This design comes from an exercise in tuning for small area on the open sky130 flow, not from production work.
Where RTL was checked, it was by simulation tests only, not by an equivalence proof against the original.
Power and IR drop assume default switching activity.

// ex_subsystem
module ex_subsystem #(
  parameter int FIFO_DEPTH = 4
) (
  input  logic        clk,
  input  logic        rst,
  input  logic        in_valid,
  input  logic [31:0] in_pc,
  input  logic [31:0] in_instruction,
  input  logic [31:0] in_rs1_data,
  input  logic [31:0] in_rs2_data,
  output logic        in_ready,
  output logic        br_taken,
  output logic [1:0]  pcmux_sel,
  output logic [31:0] alu_out_to_pc,
  input  logic        mem_ready,
  output logic        mem_valid,
  output logic [31:0] mem_addr,
  output logic        mem_read,
  output logic        mem_write,
  output logic [3:0]  mem_byte_enable,
  output logic [31:0] mem_wdata
);
Settings: LEC_CHECK=0, CAP_MARGIN=20, CORE_MARGIN=2, CORE_UTILIZATION=40, SLEW_MARGIN=20; clock period 10.0 ns.
standard.sh (not shown) runs the stock make flow with config.mk's settings and CLKGATE_MAP_FILE= SYNTH_SCRIPT=/design/flow/synth_recipe.tcl, a recipe that flattens the netlist after the stock synthesis.
==> flow/flow/run.sh <==
#!/bin/bash
# Standard ORFS layout with smaller port buffers, no CTS dummy loads, small clock buffers,
# no timing-driven placement.
set -euo pipefail
bash standard.sh \
  "BUFFER_PORTS_ARGS=-buffer_cell sky130_fd_sc_hd__buf_1" \
  "CTS_ARGS=-sink_clustering_enable -repair_clock_nets -dont_use_dummy_load -buf_list {sky130_fd_sc_hd__clkbuf_4 sky130_fd_sc_hd__clkbuf_8}" \
  GPL_TIMING_DRIVEN=0 \
  finish > standard.log 2>&1
Change:
==> flow/run.sh (new file) <==
#!/bin/bash
# synth_recipe.tcl (not shown) runs the flow's synth.tcl, then flattens the netlist and writes it again
# the make line also repeats each setting of config.mk as NAME=value (left out here)
make -C /OpenROAD-flow-scripts/flow DESIGN_CONFIG=/design/flow/config.mk WORK_HOME=/design/flow/orfs CLKGATE_MAP_FILE= SYNTH_SCRIPT=/design/flow/synth_recipe.tcl finish
removed: flow/flow/run.sh
removed: flow/standard.sh
The new run produced a clean layout. Via count drops by 2.2%. Sequential cell count is unchanged. Worst hold slack is about the same. Design area climbs by 8.2%. Sequential share of layout area drops by 3.0 points. Combinational power climbs by about 9%. Routed wire length drops by 8.0%. Worst setup slack gains 0.095 ns. Sequential power climbs by about 3%. Final cell count drops by 0.50%.
Change:
==> flow/flow/run.sh (new file) <==
#!/bin/bash
# Standard ORFS layout with smaller port buffers and no CTS dummy loads.
set -euo pipefail
bash standard.sh \
  "BUFFER_PORTS_ARGS=-buffer_cell sky130_fd_sc_hd__buf_1" \
  "CTS_ARGS=-sink_clustering_enable -repair_clock_nets -dont_use_dummy_load" \
  finish > standard.log 2>&1
==> flow/standard.sh (new file) <==
#!/bin/bash
# synth_recipe.tcl (not shown) runs the flow's synth.tcl, then flattens the netlist and writes it again
# the make line also repeats each setting of config.mk as NAME=value (left out here)
make -C /OpenROAD-flow-scripts/flow DESIGN_CONFIG=/design/flow/config.mk WORK_HOME=/design/flow/orfs CLKGATE_MAP_FILE= SYNTH_SCRIPT=/design/flow/synth_recipe.tcl "${@:-finish}"
removed: flow/run.sh
Cell count decreases by a few percent. Routed wire length decreases by a few percent. Cell area decreases by a little under a tenth.
Function was not checked in any run of this note: the RTL went through the layout flow alone.

* * *

## lane 1
Another version of the RTL of ex_subsystem (not shown whole).
Size: roughly 340 flip-flops, roughly 240 I/O pins, roughly 0.020 mm^2 of cells after synthesis.
Settings: LEC_CHECK=0, CAP_MARGIN=20, CORE_MARGIN=2, CORE_UTILIZATION=40, SLEW_MARGIN=20; clock period 10.0 ns.
==> flow/flow/run.sh <==
#!/bin/bash
# Standard ORFS layout with smaller port buffers and no CTS dummy loads.
set -euo pipefail
bash standard.sh \
  "BUFFER_PORTS_ARGS=-buffer_cell sky130_fd_sc_hd__buf_1" \
  "CTS_ARGS=-sink_clustering_enable -repair_clock_nets -dont_use_dummy_load" \
  finish > standard.log 2>&1
Setup changes, lane 1 to lane 2
==> flow/flow/run.sh <==
#!/bin/bash
# Layout flow: the standard ORFS flow with
#  - the standard synthesis script, but ABC maps combinational logic for area
#    (flow/area.abc) and Yosys's full-adder extraction is skipped; registers are
#    untouched, so they match the standard synthesis;
#  - sky130_fd_sc_hd__buf_1 as the port buffers;
#  - clock tree synthesis without dummy loads.
set -euo pipefail
W=$PWD
FH=${FLOW_HOME:-/OpenROAD-flow-scripts/flow}
sed "s#source \$::env(SCRIPTS_DIR)/synth.tcl#source $W/my_synth_body.tcl#" synth_recipe.tcl > my_synth.tcl
sed "/source .*synth_preamble.tcl/a set abc_args [lreplace \$abc_args 1 1 $W/flow/area.abc]" \
  "$FH/scripts/synth.tcl" > my_synth_body.tcl
bash standard.sh \
  "SYNTH_SCRIPT=$W/my_synth.tcl" \
  "ADDER_MAP_FILE=" \
  "BUFFER_PORTS_ARGS=-buffer_cell sky130_fd_sc_hd__buf_1" \
  "CTS_ARGS=-sink_clustering_enable -repair_clock_nets -dont_use_dummy_load" \
  ${RUN_TARGETS:-finish} > standard.log 2>&1
==> flow/flow/area.abc (new file) <==
strash
dc2
dch -f
amap
Between lane 2 and lane 1, the difference in cell area after layout is negligible.
Lane 2 vs lane 1 — weighted congestion at the end of routability-driven global placement dropped by a few percent
Max multi-input gate count across lane 2 and lane 1: lane 1
STATUS run=lane 2 STAGES=ALL_DONE FINAL_CHECKS=FAILED CAUSE=setup timing
Compare lane 2 and lane 1 | utilization lower: lane 1
Taking lane 1 as the reference, in lane 2 portion of total power attributed to the clock network +2.8 points; number of antenna violations at the first check in global routing picked up an extra 7; worst hold slack grew by 0.016 ns; power density of the placed cells increased by 3.6% relative to the old numbers.
Compared with lane 1, lane 2 shows data arrival time of the critical path higher by 2.41 ns.
o31ai_2 as the worst-path cell with the longest stage delay was reported by lane 2, and or4bb_1 by lane 1.

* * *

the previous run:
Another version of the RTL of ex_subsystem (not shown whole).
For scale: about 1,700 cells after synthesis, ~340 flip-flops.
export LEC_CHECK = 0
export CAP_MARGIN = 20
export CORE_MARGIN = 2
export CORE_UTILIZATION = 40
export SLEW_MARGIN = 20
create_clock -name core_clock -period 10.0 [get_ports {clk}]
==> flow/flow/run.sh <==
#!/bin/bash
# Layout flow: the standard ORFS flow (standard.sh) with these changes:
#  - synthesis is the standard script except for the ABC step: the modules named
#    in ABC_PLAN keep their hierarchy through synthesis and are each mapped with
#    their own ABC script (the carry and comparator trees with flow/keep.abc,
#    which keeps their structure; the rest of the ALU with flow/area.abc); the
#    top module is mapped for area with flow/area_top.abc. Registers are not touched by ABC, so they
#    keep the standard synthesis's names and cells. The design is flattened at
#    the end as synth_recipe.tcl does;
#  - sky130_fd_sc_hd__buf_1 as the port buffers;
#  - clock tree synthesis with clkbuf_8 and no dummy loads.
# Each tool's output is in standard.log and in orfs/logs.
set -euo pipefail
W=$PWD
FH=${FLOW_HOME:-/OpenROAD-flow-scripts/flow}
export MY_AREA_ABC=${MY_AREA_ABC:-$W/flow/area_top.abc}
export MY_ABC_PLAN=${ABC_PLAN-ex_alu=$W/flow/area.abc ex_carry=$W/flow/keep.abc ex_cmp=$W/flow/keep.abc}
sed "s#source \$::env(SCRIPTS_DIR)/synth.tcl#source $W/my_synth_body.tcl#" synth_recipe.tcl > my_synth.tcl
sed "s#^  log_cmd abc {\*}\$abc_args\$#  source $W/flow/abc_step.tcl#" "$FH/scripts/synth.tcl" > my_synth_body.tcl
grep -q "abc_step.tcl" my_synth_body.tcl
CTS="-sink_clustering_enable -repair_clock_nets -dont_use_dummy_load"
CTS="$CTS -buf_list sky130_fd_sc_hd__clkbuf_8 -sink_clustering_size 15 -sink_clustering_max_diameter 100"
FA=("ADDER_MAP_FILE=")
if [[ "${USE_FA:-1}" == 1 ]]; then FA=(); fi
KEEP=()
MODS=""
for it in $MY_ABC_PLAN; do MODS="$MODS ${it%%=*}"; done
if [[ -n "$MODS" ]]; then KEEP=("SYNTH_KEEP_MODULES=${MODS# }"); fi
bash standard.sh \
  "SYNTH_SCRIPT=$W/my_synth.tcl" \
  "${FA[@]}" \
  "${KEEP[@]}" \
  "BUFFER_PORTS_ARGS=-buffer_cell sky130_fd_sc_hd__buf_1" \
  "CTS_ARGS=$CTS" \
  ${EXTRA_ARGS:-} ${RUN_TARGETS:-finish} > standard.log 2>&1
==> flow/flow/abc_step.tcl <==
# ABC step of flow/run.sh. MY_ABC_PLAN lists module=script pairs: each such
# module (kept as its own module through synthesis) is mapped with that ABC
# script; the top module is mapped with MY_AREA_ABC.
foreach item $::env(MY_ABC_PLAN) {
  lassign [split $item =] m script
  log_cmd abc {*}[lreplace $abc_args 1 1 $script] $m
}
log_cmd abc {*}[lreplace $abc_args 1 1 $::env(MY_AREA_ABC)] $::env(DESIGN_NAME)
==> flow/flow/area.abc <==
strash
dch -f
amap
==> flow/flow/area_top.abc <==
strash
dc2
dc2
dch -f
amap
==> flow/flow/keep.abc <==
strash
amap
#### Input delta (the current run over the previous run)
-- flow/flow/run.sh --
<<< the previous run, line 7
#    top module is mapped for area with flow/area_top.abc. Registers are not touched by ABC, so they
>>> the current run, line 7
#    top module is mapped for area with flow/area.abc. Registers are not touched by ABC, so they
<<< the previous run, line 16
export MY_AREA_ABC=${MY_AREA_ABC:-$W/flow/area_top.abc}
>>> the current run, line 16
export MY_AREA_ABC=${MY_AREA_ABC:-$W/flow/area.abc}
removed: flow/flow/area_top.abc
Notes after the runs:
- The previous run reports its highest layer used for signal routing as met5 while the current run reports met4.
- Launch point of the worst path = in_instruction[1]: the current run; launch point of the worst path = in_instruction[0]: the previous run
- Compared with the previous run, the current run shows total number of vias that has gone up slightly.
- Compared with the previous run, the current run shows a higher number of nets in the finished design.
- Run comparison: the current run end of the critical path alu_out_to_pc[29]; the previous run end of the critical path alu_out_to_pc[31]
- Diff the previous run -> the current run: clock power went down; fraction of the mapped netlist area in adder cells did not really move; routed wire length went down; final period utilization went down; cell count went up.

-- static timing again, ports no longer ideal --
How much do the figures lean on ideal ports? The routed layouts below were timed once more, with nothing changed but the port constraints. Step 1 assumes that a clkbuf_16 drives the clock port and a buf_2 every other input. Step 2 moves the port delays by t, midway between the first and last clock arrival at a register: inputs arrive t later, outputs are due t later. That takes back most of the time a late clock gives input paths. Slacks: ideal ports / drivers / drivers and shift; pairs: ideal ports / drivers.
run	shift t [ns]	setup slack, ns	hold WS [ns]	clock arrival spread, ns	pins driven straight from the clock port
the first run of note 1	0.657	0.180 / 0.131 / 0.131	0.481 / 0.481 / 0.481	0.045 / 0.044	1
the second run of note 1	0.603	0.275 / 0.253 / 0.253	0.480 / 0.480 / 0.480	0.018 / 0.017	1
the third run of note 1	0.584	0.691 / 0.668 / 0.668	0.490 / 0.490 / 0.490	0.043 / 0.043	1
lane 1	0.589	0.413 / 0.387 / 0.387	0.432 / 0.432 / 0.432	0.025 / 0.025	1
lane 2	0.582	-2.001 / -2.032 / -2.032	0.447 / 0.447 / 0.447	0.062 / 0.062	1
the previous run	0.634	0.230 / 0.206 / 0.206	0.399 / 0.399 / 0.399	0.062 / 0.062	1
the current run	0.650	0.441 / 0.405 / 0.405	0.470 / 0.470 / 0.470	0.094 / 0.094	1
For the first run of note 1, which loses most, drivers alone change the setup slack by -0.049 ns; drivers and shift together by -0.049 ns.
